This is an optimization exercise on Yosys and OpenROAD, whose aim is small area, a short achievable clock period and few clock cycles, not a production implementation.
At most, simulation tests tie the RTL to the original design; equivalence was not proved.

==> inputs of wip/fjord <==
## lsu_top
module lsu_top (
  input  logic                        clk,
  input  logic                        rst_n,
  input  logic                        start,
  input  logic [1:0]                  mode,
  input  logic [31:0]                 len,
  input  logic [31:0]                 block_factor,
  input  logic [31:0]                 addr_offset,
  output logic                        done,
  input  logic [BEAT_W-1:0]           in_data,
  input  logic                        in_valid,
  output logic                        in_ready,
  output logic [BEAT_W-1:0]           out_data,
  output logic                        out_valid,
  input  logic                        out_ready,
  output logic [NUM_BANKS*12-1:0]     bank_addr,
  output logic [NUM_BANKS*WORD_W-1:0] bank_d,
  output logic [NUM_BANKS-1:0]        bank_ce,
  output logic [NUM_BANKS-1:0]        bank_we,
  input  logic [NUM_BANKS*WORD_W-1:0] bank_q
);
Settings: LEC_CHECK=0, CAP_MARGIN=20, CORE_AREA=5 5 615 615, DIE_AREA=0 0 620 620, SETUP_SLACK_MARGIN=2.85, SLEW_MARGIN=20; clock period 5.5 ns.
standard.sh (not shown) runs the stock make flow with config.mk's settings and CLKGATE_MAP_FILE= SYNTH_SCRIPT=/design/flow/synth_recipe.tcl, a recipe that flattens the netlist after the stock synthesis.
==> flow/flow/run.sh <==
#!/bin/bash
# Standard ORFS layout; the port buffers use the smallest buffer cell.
set -euo pipefail
export BUFFER_PORTS_ARGS="-buffer_cell sky130_fd_sc_hd__buf_1"
bash standard.sh > standard_flow.log 2>&1
==> wip/raven (differences from wip/fjord) <==
--- a/flow/design.v
+++ b/flow/design.v
@@ -45,32 +45,29 @@
   logic [11:0] addr;
   logic [7:0]  kh;         
   logic [11:0] beats;      
   logic        act;        
   logic        lastb;      
   logic        blk_end;    
   logic        bf_is1;
-  logic        use_nb;     
   logic [11:0] sn_rem;
   logic        sn_blk_end;
-  logic        sn_use_nb;
   logic [1:0]  sn_bank;
   logic [11:0] sn_addr;
   logic [3:0]  ce_q;
   logic [11:0] addr_q;
   logic [63:0] d_q;
   logic        rv1, rv2, rv3;
   logic        lw1, lw2, lw3;
   logic [3:0]  oh2, oh3;
   logic        hold;
   logic        sq_q;       
   logic        rdy_q;
   logic [BEAT_W-1:0] obuf;
   logic [2:0]  wk;
-  logic [7:0]  wen;        
   logic        full;
   logic        o_last;
   logic        last_word;
   logic        st_step;
   logic        squash;
   logic        ld_issue;
   logic        step;
@@ -106,60 +103,55 @@
         if (full && out_ready && o_last) ld_run <= 1'b0;
       end
     end
   end
   always_ff @(posedge clk) begin
     if (start) is_store <= (mode == 2'd1);
   end
-  assign addr_inc = use_nb ? nb_q : 12'd1;
+  assign addr_inc = (blk_end && bank != 2'd3) ? nb_q : 12'd1;
   always_ff @(posedge clk) begin
     if (start) begin
       nb_q  <= 12'd1 - block_factor[11:0];
       rem   <= 12'd1 - block_factor[11:0];
       bf_is1  <= (block_factor[11:0] == 12'd1);
       blk_end <= (block_factor[11:0] == 12'd1);
-      use_nb  <= (block_factor[11:0] == 12'd1);
       act   <= 1'b1;
       lastb <= (len[14:3] == 12'd1);
       bank  <= 2'd0;
       addr  <= addr_offset[11:0];
       kh    <= 8'd1;
       beats <= len[14:3];
     end else if (sq_q) begin
       rem   <= sn_rem;
       blk_end <= sn_blk_end;
-      use_nb  <= sn_use_nb;
       bank  <= sn_bank;
       addr  <= sn_addr;
       kh    <= 8'd1;
     end else if (step) begin
       kh <= {kh[6:0], kh[7]};
       if (kh[7]) begin
         beats <= beats - 12'd1;
         lastb <= (beats == 12'd2);
         act   <= !lastb;
       end
       addr <= addr + addr_inc;
       if (blk_end) begin
         rem  <= nb_q;
         blk_end <= bf_is1;
-        use_nb  <= bf_is1 && (bank != 2'd2);
         bank <= bank + 2'd1;
       end else begin
         rem  <= rem + 12'd1;
         blk_end <= (rem == 12'hfff);
-        use_nb  <= (rem == 12'hfff) && (bank != 2'd3);
       end
     end
   end
   always_ff @(posedge clk) begin
     if (ld_issue && kh[0]) begin
       sn_rem  <= rem;
       sn_blk_end <= blk_end;
-      sn_use_nb  <= use_nb;
       sn_bank <= bank;
       sn_addr <= addr;
     end
   end
   always_ff @(posedge clk) begin
     if (!rst_n) begin
       ce_q <= 4'd0;
@@ -222,28 +214,21 @@
         full <= 1'b1;
       end else if (full && out_ready) begin
         full <= 1'b0;
       end
     end
   end
   always_ff @(posedge clk) begin
-    if (!rst_n) begin
-      wen <= 8'd0;
-    end else begin
-      wen <= (rv2 && !squash) ? (8'd1 << (accept ? wk + 3'd1 : wk)) : 8'd0;
-    end
-  end
-  always_ff @(posedge clk) begin
     if (start) begin
       wk <= 3'd0;
     end else if (accept) begin
       wk <= wk + 3'd1;
     end
     if (accept && wk == 3'd7) o_last <= lw3;
   end
   always_ff @(posedge clk) begin
-    if (wen[0] && (!full || out_ready)) obuf[63:0] <= rd_word;
+    if (accept && wk == 3'd0) obuf[63:0] <= rd_word;
     for (int s = 1; s < WORDS_PER_BEAT; s++) begin
-      if (wen[s]) obuf[64*s +: 64] <= rd_word;
+      if (rv3 && wk == 3'(s)) obuf[64*s +: 64] <= rd_word;
     end
   end
 endmodule
==> flow/flow/run.sh (replaced) <==
#!/bin/bash
# Standard ORFS layout; the port buffers use the smallest buffer cell and the
# pins may sit one routing track apart, so the die can be smaller.
set -euo pipefail
export BUFFER_PORTS_ARGS="-buffer_cell sky130_fd_sc_hd__buf_1"
export PLACE_PINS_ARGS="-min_distance 1 -min_distance_in_tracks"
bash standard.sh > standard_flow.log 2>&1
CORE_AREA = 5 5 445 445   (was 5 5 615 615)
DIE_AREA = 0 0 450 450   (was 0 0 620 620)
SETUP_SLACK_MARGIN = 3.0   (was 2.85)
==> wip/ember (differences from wip/fjord) <==
==> flow/design.v (replaced) <==
package lsu_pkg;
  localparam int WORD_W = 64;
  localparam int WORDS_PER_BEAT = 8;
  localparam int BEAT_W = WORD_W * WORDS_PER_BEAT;
  localparam int NUM_BANKS = 4;
  typedef logic [WORD_W-1:0] word_t;
  typedef logic [BEAT_W-1:0] beat_t;
  typedef logic [$clog2(NUM_BANKS)-1:0] bank_sel_t;
  typedef enum logic [1:0] {
    MODE_IDLE  = 2'd0,
    MODE_STORE = 2'd1,
    MODE_LOAD  = 2'd2
  } lsu_mode_t;
endpackage
import lsu_pkg::*;
module lsu_top (
  input  logic                        clk,
  input  logic                        rst_n,
  input  logic                        start,
  input  logic [1:0]                  mode,
  input  logic [31:0]                 len,
  input  logic [31:0]                 block_factor,
  input  logic [31:0]                 addr_offset,
  output logic                        done,
  input  logic [BEAT_W-1:0]           in_data,
  input  logic                        in_valid,
  output logic                        in_ready,
  output logic [BEAT_W-1:0]           out_data,
  output logic                        out_valid,
  input  logic                        out_ready,
  output logic [NUM_BANKS*12-1:0]     bank_addr,
  output logic [NUM_BANKS*WORD_W-1:0] bank_d,
  output logic [NUM_BANKS-1:0]        bank_ce,
  output logic [NUM_BANKS-1:0]        bank_we,
  input  logic [NUM_BANKS*WORD_W-1:0] bank_q
);
  logic        st_run;
  logic        ld_run;
  logic        is_store;
  logic        done_q;
  logic [11:0] bf_q;       
  logic [11:0] rem;        
  logic [1:0]  bank;
  logic [11:0] addr;
  logic [11:0] row;        
  logic [2:0]  k;          
  logic [11:0] beats;      
  logic [11:0] sn_rem;
  logic [1:0]  sn_bank;
  logic [11:0] sn_addr;
  logic [11:0] sn_row;
  logic [3:0]  ce_q;
  logic [11:0] addr_q;
  logic [63:0] d_q;
  logic        rv1, rv2, rv3;
  logic        lw1, lw2, lw3;
  logic [3:0]  oh2, oh3;
  logic        hold;
  logic        sq_q;       
  logic        rdy_q;
  logic [BEAT_W-1:0] obuf;
  logic [2:0]  wk;
  logic        full;
  logic        o_last;
  logic        beats_nz;
  logic        last_word;
  logic        blk_end;
  logic        st_step;
  logic        squash;
  logic        ld_issue;
  logic        step;
  logic        accept;
  logic [63:0] rd_word;
  assign beats_nz  = |beats;
  assign last_word = (beats == 12'd1) && (k == 3'd7);
  assign blk_end   = (rem == 12'd1);
  assign st_step  = st_run && in_valid && beats_nz;
  assign squash   = rv3 && full && !out_ready;
  assign ld_issue = ld_run && beats_nz && !hold && !sq_q;
  assign step     = st_step || ld_issue;
  assign accept   = rv3 && (!full || out_ready);
  assign in_ready  = rdy_q;
  assign done      = done_q;
  assign out_valid = full;
  assign out_data  = obuf;
  assign bank_ce   = ce_q;
  assign bank_we   = {NUM_BANKS{is_store}};
  assign bank_addr = {NUM_BANKS{addr_q}};
  assign bank_d    = {NUM_BANKS{d_q}};
  always_ff @(posedge clk) begin
    if (!rst_n) begin
      st_run <= 1'b0;
      ld_run <= 1'b0;
      done_q <= 1'b0;
    end else begin
      done_q <= (st_step && last_word) || (ld_run && full && out_ready && o_last);
      if (start) begin
        st_run <= (mode == 2'd1);
        ld_run <= (mode == 2'd2);
      end else begin
        if (st_step && last_word) st_run <= 1'b0;
        if (full && out_ready && o_last) ld_run <= 1'b0;
      end
    end
  end
  always_ff @(posedge clk) begin
    if (start) is_store <= (mode == 2'd1);
  end
  always_ff @(posedge clk) begin
    if (start) begin
      bf_q  <= block_factor[11:0];
      rem   <= block_factor[11:0];
      bank  <= 2'd0;
      addr  <= addr_offset[11:0];
      row   <= addr_offset[11:0];
      k     <= 3'd0;
      beats <= len[14:3];
    end else if (sq_q) begin
      rem   <= sn_rem;
      bank  <= sn_bank;
      addr  <= sn_addr;
      row   <= sn_row;
      k     <= 3'd0;
    end else if (step) begin
      k <= k + 3'd1;
      if (k == 3'd7) beats <= beats - 12'd1;
      if (blk_end) begin
        rem  <= bf_q;
        bank <= bank + 2'd1;
        if (bank == 2'd3) begin
          addr <= addr + 12'd1;
          row  <= addr + 12'd1;
        end else begin
          addr <= row;
        end
      end else begin
        rem  <= rem - 12'd1;
        addr <= addr + 12'd1;
      end
    end
  end
  always_ff @(posedge clk) begin
    if (ld_issue && k == 3'd0) begin
      sn_rem  <= rem;
      sn_bank <= bank;
      sn_addr <= addr;
      sn_row  <= row;
    end
  end
  always_ff @(posedge clk) begin
    if (!rst_n) begin
      ce_q <= 4'd0;
    end else begin
      ce_q <= step ? (4'd1 << bank) : 4'd0;
    end
  end
  always_ff @(posedge clk) begin
    addr_q <= addr;
    d_q    <= in_data[64*k +: 64];
  end
  always_ff @(posedge clk) begin
    if (!rst_n) begin
      rv1  <= 1'b0;
      rv2  <= 1'b0;
      rv3  <= 1'b0;
      hold <= 1'b0;
      sq_q <= 1'b0;
    end else begin
      sq_q <= squash;
      rv1  <= ld_issue && !squash;
      rv2  <= rv1 && !squash;
      rv3  <= rv2 && !squash;
      hold <= squash || (hold && !(full && out_ready));
    end
  end
  always_ff @(posedge clk) begin
    if (!rst_n || start) begin
      rdy_q <= 1'b0;
    end else if (st_step) begin
      rdy_q <= (k == 3'd6);
    end
  end
  always_ff @(posedge clk) begin
    lw1 <= last_word;
    lw2 <= lw1;
    lw3 <= lw2;
    oh2 <= ce_q;
    oh3 <= oh2;
  end
  always_comb begin
    rd_word = '0;
    for (int b = 0; b < NUM_BANKS; b++) begin
      rd_word = rd_word | (bank_q[64*b +: 64] & {64{oh3[b]}});
    end
  end
  always_ff @(posedge clk) begin
    if (!rst_n) begin
      full <= 1'b0;
    end else begin
      if (accept && wk == 3'd7) begin
        full <= 1'b1;
      end else if (full && out_ready) begin
        full <= 1'b0;
      end
    end
  end
  always_ff @(posedge clk) begin
    if (start) begin
      wk <= 3'd0;
    end else if (accept) begin
      wk <= wk + 3'd1;
    end
    if (accept && wk == 3'd7) o_last <= lw3;
  end
  always_ff @(posedge clk) begin
    for (int s = 0; s < WORDS_PER_BEAT; s++) begin
      if (accept && wk == 3'(s)) obuf[64*s +: 64] <= rd_word;
    end
  end
endmodule
SETUP_SLACK_MARGIN = not set   (was 2.85)
==> run notes <==
metric                                                    wip/fjord                  wip/raven   wip/ember
Count of inserted antenna diode cells                            93                          -         131
Drt drc                                                           0                          -           0
Std-Cell Rows                                                   224                        161         224
CORE AREA                                                371000 um2                          -  371000 um2
Fraction of synthesized cell area in xor and xnor cells      0.985%                      1.09%      0.528%
Area used by sequential logic in the layout               20500 um2                          -   20600 um2
TritonCTS clock tree                                            yes                          -         yes
Largest fanout on the critical path                              42                          -          10
Number of violations of the max-capacitance limit                 0                          -           0
Proportion of cell area occupied by multi-input gates         14.1%                          -       16.3%
Most common cell after layout, fill and taps aside            buf_1                          -       buf_1
Post-synthesis simple-gate area fraction                      5.95%                      5.80%       3.49%
Total length of routed met3 wires                          24800 um                          -    23800 um
Post-route antenna net violation count                            0                          -           0
Outcome                            no timing/DRC/antenna violations  aborted with a tool error  no timing/DRC/antenna violations
Last stage reached                                                -             global routing           -
Average vias per placed instance                               2.96                          -        2.86
Number of flip-flops and latches                                717                          -         721
Crit Path Class                                             reg2reg                          -     reg2reg
Share of synthesized area spent on multiplexers              0.365%                     0.333%       12.4%
Total routed wirelength                                   243000 um                          -   216000 um
Clock-cell share of area                                      6.70%                          -       6.60%
Post-Syn Area                                             28500 um2                  28200 um2   29900 um2
Number of instances in the synthesized netlist                 1986                       1966        1790
Testbench counts of wip/fjord, summed over its fixed seeds: cycles 26,420.
Testbench counts of wip/raven, summed over its fixed seeds: cycles 26,420.
No functional check of the RTL was part of wip/ember.

what the ideal ports hide:
The results above use ideal ports. As a check the final layouts listed here were re-extracted and re-timed, cells and wires unchanged.
Step 1 assumes that a clkbuf_16 drives the clock port and a buf_2 every other input.
Step 2 times the ports against the registers' clock, not the clock port: input delays grow and output delays shrink by t, the midpoint of the rising clock arrivals with the driver on.
a / b / c = ideal ports / drivers / drivers and shift; a / b = the first two.
run | t (ns) | setup WS [ns] | worst setup path at the end | clock arrival spread, ns | cell pins on the clock port's net
wip/fjord | 0.837 | 2.825 / 2.801 / 2.266 | input to register | 0.097 / 0.097 | 1
wip/ember | 0.833 | 2.520 / 2.520 / 1.875 | input to register | 0.096 / 0.096 | 1
After both steps setup and hold are still met in every run listed. The setup slack of wip/ember, which loses most, moves by 0.000 ns with the drivers and by -0.645 ns with both steps.
